Context: an optimization exercise on an open-source flow, tuned for a short achievable clock period and few clock cycles. The choices shown serve that exercise and are no tape-out recipe. Function was checked by simulation only, so behaviour that the tests miss may differ from the original. Power is estimated from default activity; no workload was simulated.

==> design.v <==
package mips_pkg;
    typedef enum logic [2:0] {
        STATE_FETCH  = 3'd0,
        STATE_DECODE = 3'd1,
        STATE_EXEC1  = 3'd2,
        STATE_EXEC2  = 3'd3,  
        STATE_HALT   = 3'd4
    } cpu_state_t;
    typedef enum logic [5:0] {
        OP_RTYPE = 6'h00,
        OP_J     = 6'h02,
        OP_JAL   = 6'h03,
        OP_BEQ   = 6'h04,
        OP_ADDIU = 6'h09,
        OP_ANDI  = 6'h0c,
        OP_ORI   = 6'h0d,
        OP_XORI  = 6'h0e,
        OP_LW    = 6'h23,
        OP_SW    = 6'h2b
    } opcode_t;
    typedef enum logic [5:0] {
        FN_SLLV = 6'h04,
        FN_SRLV = 6'h06,
        FN_SRAV = 6'h07,
        FN_JR   = 6'h08,
        FN_JALR = 6'h09,
        FN_ADDU = 6'h21,
        FN_SUBU = 6'h23,
        FN_AND  = 6'h24,
        FN_OR   = 6'h25,
        FN_XOR  = 6'h26,
        FN_SLT  = 6'h2a,
        FN_SLTU = 6'h2b
    } funct_t;
    typedef enum logic [2:0] {
        ALUOP_ADD, ALUOP_SUB, ALUOP_FUNCT, ALUOP_AND, ALUOP_OR, ALUOP_XOR
    } alu_op_t;
    typedef enum logic [3:0] {
        ALU_ADD, ALU_SUB, ALU_AND, ALU_OR, ALU_XOR,
        ALU_SLT, ALU_SLTU, ALU_SLL, ALU_SRL, ALU_SRA
    } alu_func_t;
    typedef enum logic [1:0] {PC_ALU, PC_ALUOUT, PC_JUMP_TARGET, PC_REG_A} pc_source_t;
    typedef enum logic [1:0] {DST_RT, DST_RD, DST_RA} reg_dst_t;
    typedef enum logic [1:0] {WB_ALUOUT, WB_MDR, WB_PC} mem_to_reg_t;
    typedef enum logic [2:0] {
        SRCB_B, SRCB_FOUR, SRCB_SIGN_IMM, SRCB_BRANCH_OFFSET, SRCB_ZERO_IMM
    } alu_src_b_t;
endpackage
import mips_pkg::*;
module alu (
    input  mips_pkg::alu_func_t   func,
    input  logic [32-1:0] a,
    input  logic [32-1:0] b,
    output logic [32-1:0] result,
    output logic                  zero
);
    localparam int SHAMT_W = $clog2(32);
    logic [SHAMT_W-1:0] shamt;
    assign shamt = a[SHAMT_W-1:0];  
    always_comb begin
        case (func)
            ALU_ADD:  result = a + b;
            ALU_SUB:  result = a - b;
            ALU_AND:  result = a & b;
            ALU_OR:   result = a | b;
            ALU_XOR:  result = a ^ b;
            ALU_SLT:  result = {{(32-1){1'b0}}, $signed(a) < $signed(b)};
            ALU_SLTU: result = {{(32-1){1'b0}}, a < b};
            ALU_SLL:  result = b << shamt;
            ALU_SRL:  result = b >> shamt;
            ALU_SRA:  result = $signed(b) >>> shamt;
            default:  result = a + b;
        endcase
    end
    assign zero = (result == '0);
endmodule
module register_file (
    input  logic                               clk,
    input  logic                               reset,
    input  logic [$clog2(32)-1:0] read_addr_a,
    input  logic [$clog2(32)-1:0] read_addr_b,
    input  logic                               write_enable,
    input  logic [$clog2(32)-1:0] write_addr,
    input  logic [32-1:0]              write_data,
    output logic [32-1:0]              read_data_a,
    output logic [32-1:0]              read_data_b
);
    logic [32-1:0] regs [32];
    always_ff @(posedge clk) begin
        if (reset) begin
            for (int i = 0; i < 32; i++) begin
                regs[i] <= '0;
            end
        end else if (write_enable && write_addr != '0) begin
            regs[write_addr] <= write_data;
        end
    end
    assign read_data_a = (read_addr_a == '0) ? '0 : regs[read_addr_a];
    assign read_data_b = (read_addr_b == '0) ? '0 : regs[read_addr_b];
endmodule
import mips_pkg::*;
module controller (
    input  logic [5:0]    opcode,
    input  logic [5:0]     funct,
    input  mips_pkg::cpu_state_t state,
    output mips_pkg::reg_dst_t   reg_dst,
    output logic                 reg_write,
    output logic                 i_or_d,
    output logic                 ir_write,
    output logic                 pc_write,
    output mips_pkg::pc_source_t pc_source,
    output logic                 pc_write_cond,
    output logic                 jump,
    output logic                 three_cycle,
    output logic                 mem_read,
    output logic                 mem_write,
    output mips_pkg::mem_to_reg_t mem_to_reg,
    output mips_pkg::alu_op_t    alu_op,
    output logic                 alu_src_a,
    output mips_pkg::alu_src_b_t alu_src_b,
    output logic                 illegal
);
    always_comb begin
        reg_dst       = DST_RT;
        reg_write     = 1'b0;
        i_or_d        = 1'b0;
        ir_write      = 1'b0;
        pc_write      = 1'b0;
        pc_source     = PC_ALU;
        pc_write_cond = 1'b0;
        jump          = 1'b0;
        three_cycle   = 1'b0;
        mem_read      = 1'b0;
        mem_write     = 1'b0;
        mem_to_reg    = WB_ALUOUT;
        alu_op        = ALUOP_ADD;
        alu_src_a     = 1'b0;
        alu_src_b     = SRCB_B;
        illegal       = 1'b0;
        case (state)
            STATE_FETCH: begin
                mem_read  = 1'b1;
                ir_write  = 1'b1;
                pc_write  = 1'b1;
                alu_src_b = SRCB_FOUR;  
            end
            STATE_DECODE: begin
                alu_src_b = SRCB_BRANCH_OFFSET;  
            end
            STATE_EXEC1: begin
                three_cycle = 1'b1;
                case (opcode)
                    OP_RTYPE: begin
                        case (funct)
                            FN_SLLV, FN_SRLV, FN_SRAV, FN_ADDU, FN_SUBU,
                            FN_AND, FN_OR, FN_XOR, FN_SLT, FN_SLTU: begin
                                reg_dst   = DST_RD;
                                reg_write = 1'b1;
                                alu_op    = ALUOP_FUNCT;
                                alu_src_a = 1'b1;
                            end
                            FN_JR: begin
                                pc_source = PC_REG_A;
                                jump      = 1'b1;
                            end
                            FN_JALR: begin
                                pc_source  = PC_REG_A;
                                jump       = 1'b1;
                                reg_dst    = DST_RD;
                                reg_write  = 1'b1;
                                mem_to_reg = WB_PC;  
                            end
                            default: illegal = 1'b1;
                        endcase
                    end
                    OP_J: begin
                        pc_source = PC_JUMP_TARGET;
                        jump      = 1'b1;
                    end
                    OP_JAL: begin
                        pc_source  = PC_JUMP_TARGET;
                        jump       = 1'b1;
                        reg_dst    = DST_RA;
                        reg_write  = 1'b1;
                        mem_to_reg = WB_PC;
                    end
                    OP_BEQ: begin
                        alu_op        = ALUOP_SUB;  
                        alu_src_a     = 1'b1;
                        pc_source     = PC_ALUOUT;
                        pc_write_cond = 1'b1;
                    end
                    OP_ADDIU, OP_ANDI, OP_ORI, OP_XORI: begin
                        reg_write = 1'b1;
                        alu_src_a = 1'b1;
                        alu_src_b = (opcode == OP_ADDIU) ? SRCB_SIGN_IMM : SRCB_ZERO_IMM;
                        case (opcode)
                            OP_ANDI: alu_op = ALUOP_AND;
                            OP_ORI:  alu_op = ALUOP_OR;
                            OP_XORI: alu_op = ALUOP_XOR;
                            default: alu_op = ALUOP_ADD;
                        endcase
                    end
                    OP_LW: begin
                        three_cycle = 1'b0;  
                        i_or_d      = 1'b1;
                        mem_read    = 1'b1;
                        alu_src_a   = 1'b1;
                        alu_src_b   = SRCB_SIGN_IMM;
                    end
                    OP_SW: begin
                        i_or_d    = 1'b1;
                        mem_write = 1'b1;
                        alu_src_a = 1'b1;
                        alu_src_b = SRCB_SIGN_IMM;
                    end
                    default: illegal = 1'b1;
                endcase
            end
            STATE_EXEC2: begin
                if (opcode == OP_LW) begin
                    reg_write  = 1'b1;
                    mem_to_reg = WB_MDR;
                end
            end
            default: ;  
        endcase
    end
endmodule
import mips_pkg::*;
module alu_control (
    input  mips_pkg::alu_op_t   alu_op,
    input  logic [5:0]    funct,
    output mips_pkg::alu_func_t alu_func
);
    always_comb begin
        case (alu_op)
            ALUOP_ADD: alu_func = ALU_ADD;
            ALUOP_SUB: alu_func = ALU_SUB;
            ALUOP_AND: alu_func = ALU_AND;
            ALUOP_OR:  alu_func = ALU_OR;
            ALUOP_XOR: alu_func = ALU_XOR;
            ALUOP_FUNCT: begin
                case (funct)
                    FN_SLLV: alu_func = ALU_SLL;  
                    FN_SRLV: alu_func = ALU_SRL;
                    FN_SRAV: alu_func = ALU_SRA;
                    FN_ADDU: alu_func = ALU_ADD;
                    FN_SUBU: alu_func = ALU_SUB;
                    FN_AND:  alu_func = ALU_AND;
                    FN_OR:   alu_func = ALU_OR;
                    FN_XOR:  alu_func = ALU_XOR;
                    FN_SLT:  alu_func = ALU_SLT;
                    FN_SLTU: alu_func = ALU_SLTU;
                    default: alu_func = ALU_ADD;
                endcase
            end
            default: alu_func = ALU_ADD;
        endcase
    end
endmodule
import mips_pkg::*;
module datapath (
    input  logic                  clk,
    input  logic                  reset,
    input  mips_pkg::reg_dst_t    reg_dst,
    input  logic                  reg_write,
    input  logic                  i_or_d,
    input  logic                  ir_write,
    input  logic                  pc_write,
    input  mips_pkg::pc_source_t  pc_source,
    input  logic                  pc_write_cond,
    input  logic                  jump,
    input  logic                  three_cycle,
    input  logic                  mem_read_req,
    input  logic                  mem_write_req,
    input  mips_pkg::mem_to_reg_t mem_to_reg,
    input  logic                  alu_src_a,
    input  mips_pkg::alu_src_b_t  alu_src_b,
    input  logic                  illegal,
    input  mips_pkg::alu_func_t   alu_func,
    output logic [5:0]     opcode,
    output logic [5:0]      funct,
    output mips_pkg::cpu_state_t  state,
    output logic [32-1:0] mem_addr,
    output logic                  mem_read,
    output logic                  mem_write,
    output logic [32-1:0] mem_wdata,
    input  logic [32-1:0] mem_rdata,
    output logic                  trap
);
    mips_pkg::cpu_state_t            next_state;
    logic [32-1:0] pc, pc_next, ir, a_reg, b_reg, alu_out, mdr;
    logic [32-1:0] sign_imm, zero_imm, jump_target;
    logic [32-1:0] alu_a, alu_b, alu_result, write_data;
    logic [32-1:0] read_data_a, read_data_b;
    logic [4:0]            write_addr;
    logic                  zero, pc_en;
    assign opcode      = ir[31:26];
    assign funct       = ir[5:0];
    assign sign_imm    = {{(32-16){ir[15]}}, ir[15:0]};
    assign zero_imm    = {{(32-16){1'b0}}, ir[15:0]};
    assign jump_target = {pc[32-1 -: 4], ir[25:0], 2'b00};  
    always_comb begin
        alu_a = alu_src_a ? a_reg : pc;
        case (alu_src_b)
            SRCB_FOUR:          alu_b = 32'd4;
            SRCB_SIGN_IMM:      alu_b = sign_imm;
            SRCB_BRANCH_OFFSET: alu_b = sign_imm << 2;
            SRCB_ZERO_IMM:      alu_b = zero_imm;
            default:            alu_b = b_reg;
        endcase
        case (reg_dst)
            DST_RD:  write_addr = ir[15:11];
            DST_RA:  write_addr = 5'd31;  
            default: write_addr = ir[20:16];
        endcase
        case (mem_to_reg)
            WB_MDR:  write_data = mdr;
            WB_PC:   write_data = pc;
            default: write_data = alu_result;
        endcase
        case (pc_source)
            PC_ALUOUT:      pc_next = alu_out;
            PC_JUMP_TARGET: pc_next = jump_target;
            PC_REG_A:       pc_next = a_reg;
            default:        pc_next = alu_result;
        endcase
    end
    assign pc_en = pc_write | jump | (pc_write_cond & zero);
    always_comb begin
        case (state)
            STATE_FETCH:  next_state = STATE_DECODE;
            STATE_DECODE: next_state = STATE_EXEC1;
            STATE_EXEC1:  next_state = three_cycle ? STATE_FETCH : STATE_EXEC2;
            STATE_EXEC2:  next_state = STATE_FETCH;
            default:      next_state = STATE_HALT;
        endcase
        if (illegal) begin
            next_state = STATE_HALT;
        end
    end
    always_ff @(posedge clk) begin
        if (reset) begin
            state <= STATE_FETCH;
            pc    <= 32'h0000_0000;
        end else begin
            state <= next_state;
            if (pc_en) begin
                pc <= pc_next;
            end
        end
    end
    always_ff @(posedge clk) begin
        if (ir_write) begin
            ir <= mem_rdata;
        end
        if (state == STATE_DECODE) begin
            a_reg <= read_data_a;
            b_reg <= read_data_b;
        end
        alu_out <= alu_result;  
        mdr     <= mem_rdata;
    end
    assign mem_addr  = i_or_d ? alu_result : pc;
    assign mem_read  = mem_read_req & (state != STATE_HALT);
    assign mem_write = mem_write_req & (state != STATE_HALT);
    assign mem_wdata = b_reg;
    assign trap      = (state == STATE_HALT);
    register_file i_register_file (
        .clk          (clk),
        .reset        (reset),
        .read_addr_a  (ir[25:21]),
        .read_addr_b  (ir[20:16]),
        .write_enable (reg_write),
        .write_addr   (write_addr),
        .write_data   (write_data),
        .read_data_a  (read_data_a),
        .read_data_b  (read_data_b)
    );
    alu i_alu (
        .func   (alu_func),
        .a      (alu_a),
        .b      (alu_b),
        .result (alu_result),
        .zero   (zero)
    );
endmodule
import mips_pkg::*;
module mips_core (
    input  logic                  clk,
    input  logic                  reset,
    output logic [32-1:0] mem_addr,
    output logic                  mem_read,
    output logic                  mem_write,
    output logic [32-1:0] mem_wdata,
    input  logic [32-1:0] mem_rdata,
    output logic                  trap
);
    logic [5:0]  opcode;
    logic [5:0]  funct;
    mips_pkg::cpu_state_t  state;
    mips_pkg::reg_dst_t    reg_dst;
    mips_pkg::pc_source_t  pc_source;
    mips_pkg::mem_to_reg_t mem_to_reg;
    mips_pkg::alu_op_t     alu_op;
    mips_pkg::alu_src_b_t  alu_src_b;
    mips_pkg::alu_func_t   alu_func;
    logic        reg_write, i_or_d, ir_write, pc_write, pc_write_cond, jump;
    logic        three_cycle, mem_read_req, mem_write_req, alu_src_a, illegal;
    controller i_controller (
        .opcode        (opcode),
        .funct         (funct),
        .state         (state),
        .reg_dst       (reg_dst),
        .reg_write     (reg_write),
        .i_or_d        (i_or_d),
        .ir_write      (ir_write),
        .pc_write      (pc_write),
        .pc_source     (pc_source),
        .pc_write_cond (pc_write_cond),
        .jump          (jump),
        .three_cycle   (three_cycle),
        .mem_read      (mem_read_req),
        .mem_write     (mem_write_req),
        .mem_to_reg    (mem_to_reg),
        .alu_op        (alu_op),
        .alu_src_a     (alu_src_a),
        .alu_src_b     (alu_src_b),
        .illegal       (illegal)
    );
    alu_control i_alu_control (
        .alu_op   (alu_op),
        .funct    (funct),
        .alu_func (alu_func)
    );
    datapath i_datapath (
        .clk           (clk),
        .reset         (reset),
        .reg_dst       (reg_dst),
        .reg_write     (reg_write),
        .i_or_d        (i_or_d),
        .ir_write      (ir_write),
        .pc_write      (pc_write),
        .pc_source     (pc_source),
        .pc_write_cond (pc_write_cond),
        .jump          (jump),
        .three_cycle   (three_cycle),
        .mem_read_req  (mem_read_req),
        .mem_write_req (mem_write_req),
        .mem_to_reg    (mem_to_reg),
        .alu_src_a     (alu_src_a),
        .alu_src_b     (alu_src_b),
        .illegal       (illegal),
        .alu_func      (alu_func),
        .opcode        (opcode),
        .funct         (funct),
        .state         (state),
        .mem_addr      (mem_addr),
        .mem_read      (mem_read),
        .mem_write     (mem_write),
        .mem_wdata     (mem_wdata),
        .mem_rdata     (mem_rdata),
        .trap          (trap)
    );
endmodule
==> run.sh <==
#!/bin/bash
# synth_recipe.tcl (not shown) runs the flow's synth.tcl, then flattens the netlist and writes it again
# the make line also repeats each setting of config.mk as NAME=value (left out here)
make -C /OpenROAD-flow-scripts/flow DESIGN_CONFIG=/design/flow/config.mk WORK_HOME=/design/flow/orfs CLKGATE_MAP_FILE= SYNTH_SCRIPT=/design/flow/synth_recipe.tcl finish
==> config.mk <==
export PLATFORM = sky130hd
export DESIGN_NAME = mips_core
export DESIGN_NICKNAME = mips_core
export VERILOG_FILES = /design/flow/design.v
export SDC_FILE = /design/flow/constraint.sdc
export NUM_CORES = 4
export LEC_CHECK = 0
export CAP_MARGIN = 20
export CORE_MARGIN = 2
export CORE_UTILIZATION = 40
export SLEW_MARGIN = 20
==> constraint.sdc <==
create_clock -name core_clock -period 12.0 [get_ports {clk}]
set_input_delay 2.4000 -clock core_clock [delete_from_list [all_inputs] [get_ports {clk}]]
set_output_delay 2.4000 -clock core_clock [all_outputs]
set_load 0.01 [all_outputs]
==> run summary <==
[power by group through the flow]
stage	combinational [uW]	sequential [uW]	clock [uW]
global route	10800	5580	4270
CTS	10200	5550	4110
floorplan	6190	5330	0
finish	10400	5560	4090
detailed placement	10100	5630	0
global placement	10200	5630	0
[stage by stage]
step | instances | util | total power, uW
5_1_grt | 8281 | 0.4493 | 20670
6_report | 8283 | 0.4494 | 20080
4_1_cts | 8280 | 0.4493 | 19820
2_1_floorplan | 5972 | - | 11510
3_3_place_gp | 8040 | 0.4247 | 15820
3_5_place_dp | 8041 | 0.4248 | 15760
[cell usage after synthesis, types with 99 or more instances]
cell type	number
nor2_1	1315
edfxtp_1	1120
mux4_2	551
clkbuf_1	422
nand2_1	401
a21oi_1	292
mux2i_1	175
o21ai_0	155
nor3_1	135
inv_1	103
ha_1	101
dfxtp_1	99
[layout make-up]
cell class	count	area [um2]
fillers	15890	95820
flip-flops and latches	1219	35610
multi-input cells	4078	32330
clock buffers	167	3541
well taps	2325	2909
repair buffers	313	2670
clock inverters	72	719.4
inverters	107	401.6
diodes	2	5.005
[final timing paths]
kind / from / end / slack (ns) / cells past startpoint
setup / recovery: i_datapath.ir[30]$_DFFE_PP_ / mem_addr[27] / 0.74 / 19
hold / removal: i_datapath.pc[21]$_SDFFE_PP0P_ / i_datapath.pc[21]$_SDFFE_PP0P_ / 0.50 / 2
setup reg to reg: i_datapath.ir[30]$_DFFE_PP_ / i_datapath.pc[29]$_SDFFE_PP0P_ / 2.77 / 24
hold reg to reg: i_datapath.pc[21]$_SDFFE_PP0P_ / i_datapath.pc[21]$_SDFFE_PP0P_ / 0.50 / 2
[critical path, stage by stage, from the launching register on]
cell and delay (ns):
edfxtp_1 0.55, nor4b_4 0.49, o2111a_1 0.71, and3b_1 0.28
a222oi_1 0.69, inv_1 0.11, ha_1 0.44, nor3_1 0.46
nand2_1 0.27, a2111oi_0 0.95, nor4_1 0.14, buf_4 0.21
o211ai_1 0.39, a2111oi_0 0.26, o21ba_2 0.29, a311oi_1 0.25
a2bb2oi_1 0.56, nand2_1 0.11, nand2_1 0.27, clkdlybuf4s50_1 0.61
[logic make-up (layout without fill, tap and decap cells)]
| group | Yosys count | in the layout | synth area share |
|---|---|---|---|
| flops | 1219 | 1219 | 0.5084 |
| fa+ha+maj | 103 | 103 | 0.01861 |
| xor+xnor | 27 | 27 | 0.003376 |
| simple gates | 2174 | 2174 | 0.1312 |
| compound gates | 1013 | 1013 | 0.09697 |
| mux | 729 | 729 | 0.2026 |
| other cells | 1 | 34 | 0.00005353 |
| buf+inv | 675 | 659 | 0.03872 |
[per-layer routing]
metal,up-vias,part of all wire,track usage
met3,862,0.10,0.06865
met4,10,0.070,0.1964
li1,22340,-,-
met5,-,0.00019,0
met1,27760,0.36,0.4176
met2,3728,0.47,0.5217
==> impl_metrics.json <==
{
  "std_cell_rows": 153,
  "fin_nets": 5991,
  "crit_type": "reg2out",
  "final_common_cell": "nor2_1",
  "cts_made_buffers": 135,
  "top_register": "i_datapath.i_register_file.regs",
  "clock_tree.buffer_depth": 3,
  "vias": 54700,
  "clk_pin_slew_worst_paths_ns": 0.06,
  "finalCriticalPeriod_ns": 11.26,
  "postLayoutSetupSlackWorst_ns": 0.7369,
  "drive_above_1_share": 0.1879,
  "cp.required_ns": 9.60,
  "clk_latency_ns": 0.80,
  "grt_pass1_wl_um": 416100,
  "fin_worst_skew_ns": 0.05058,
  "pre_cts_slack_ns": 1.802,
  "synth_seq_cells": 1219,
  "start_util": 0.4026,
  "max_freq_mhz": 88.79,
  "synth_cell_types": 100,
  "post_cts_buffers": 0,
  "p_int_uw": 10640,
  "grt_max_degree": 117,
  "wl_um": 298200,
  "final_cell_mix": "1311 x nor2_1, 1120 x edfxtp_1, 551 x mux4_2",
  "hpwl_um": 196100,
  "finalInstanceArea_um2": 78200,
  "htree_levels": 4,
  "drt_iter0_markers": 7688,
  "hold_class": "reg2reg",
  "placed_area_um2": 73920,
  "cts_root_buf": "clkbuf_16",
  "ctsResizeCount": 0,
  "drv_cap": 0,
  "power.density_nw_per_um2": 256.7,
  "firstDrtPassIters": 6,
  "startpoint_type": "register",
  "seq_power_share": 0.277,
  "path_max_fanout": 20,
  "synth-main-ff-cell": "edfxtp_1",
  "yosysSeqAreaShare": 0.5084,
  "crit_path_end_kind": "primary output",
  "worst_pin_slew_ns": 1.171,
  "die-area_um2": 178500,
  "io_buffers": 100,
  "combinationalPowerShare": 0.519,
  "grt_pass1_vias": 53290,
  "drc": 0,
  "p_leak_uw": 0.02684,
  "cts_hold_buf": 0,
  "netlist_top_cells_area": "edfxtp_1 48%, mux4_2 18%, nor2_1 7.0%",
  "peakVddDrop_v": 0.0001754,
  "hold_violations": 0,
  "gp_congestion": 1.007,
  "die_y_um": 422.5,
  "synth_edf_count": 1120,
  "io_pins": 101,
  "areaGrowthSynthToFinish_pct": 11.62,
  "grtUsageTotal": 0.3295,
  "syn_area_um2": 70050,
  "yosysTopAreaCell": "edfxtp_1",
  "swShare": 0.4700,
  "slew_headroom": 0.2111,
  "ant_nets": 0,
  "coreArea_um2": 174000,
  "power.share.clock": 0.204,
  "period_share": 0.9386,
  "largest_reg_flops": 1024,
  "rsz0062_at_grt": "false",
  "slew_violations": 0,
  "grt_remaining_overflow": 0,
  "switchingPower_uw": 9436,
  "synth-async-reset-ratio": 0,
  "cts_tree": "done",
  "fin_tns_setup_ns": 0,
  "cts_sinks": 1219,
  "netlist_instances": 5941,
  "avgSynthCellArea_um2": 11.79,
  "avgRoutedWirePerCell_um": 36.00,
  "antenna_found_initial": 13,
  "synth_top_area_frac": 0.4801,
  "outcome": "timing/DRC/antenna clean",
  "setup_viol": 0,
  "crit_arrival_ns": 8.86,
  "hold_slack_ns": 0.4968,
  "die-width_um": 422.5,
  "vias_per_cell": 6.604,
  "yosys_warnings": 5
}
Testbench counts, summed over its fixed seeds: cycles 202,149.

## separate check: timing with driven ports
No port has a modelled driver above. Below, the same layout with a new extraction and two added sets of constraints. Step 1 sets driving cells, clkbuf_16 on the clock port and buf_2 on the other inputs (assumed; they add their load-dependent delay and slew). Step 2 also shifts input and output timing later by t, the mid clock arrival at the registers, as if the neighbouring blocks saw the same clock. a / b / c = ideal / step 1 / step 2; a / b = the first two.
shift t [ns]: 0.861
setup WS [ns]: 0.737 / 0.650 / 1.510
hold slack, ns: 0.497 / 0.497 / 0.497
worst register clock-pin slew, ns: 0.07 / 0.07
worst slew at a driven data input, ns: 0.07
After both steps setup and hold are still met in this run. The setup slack of this run moves by -0.087 ns with the drivers and by +0.773 ns with both steps.
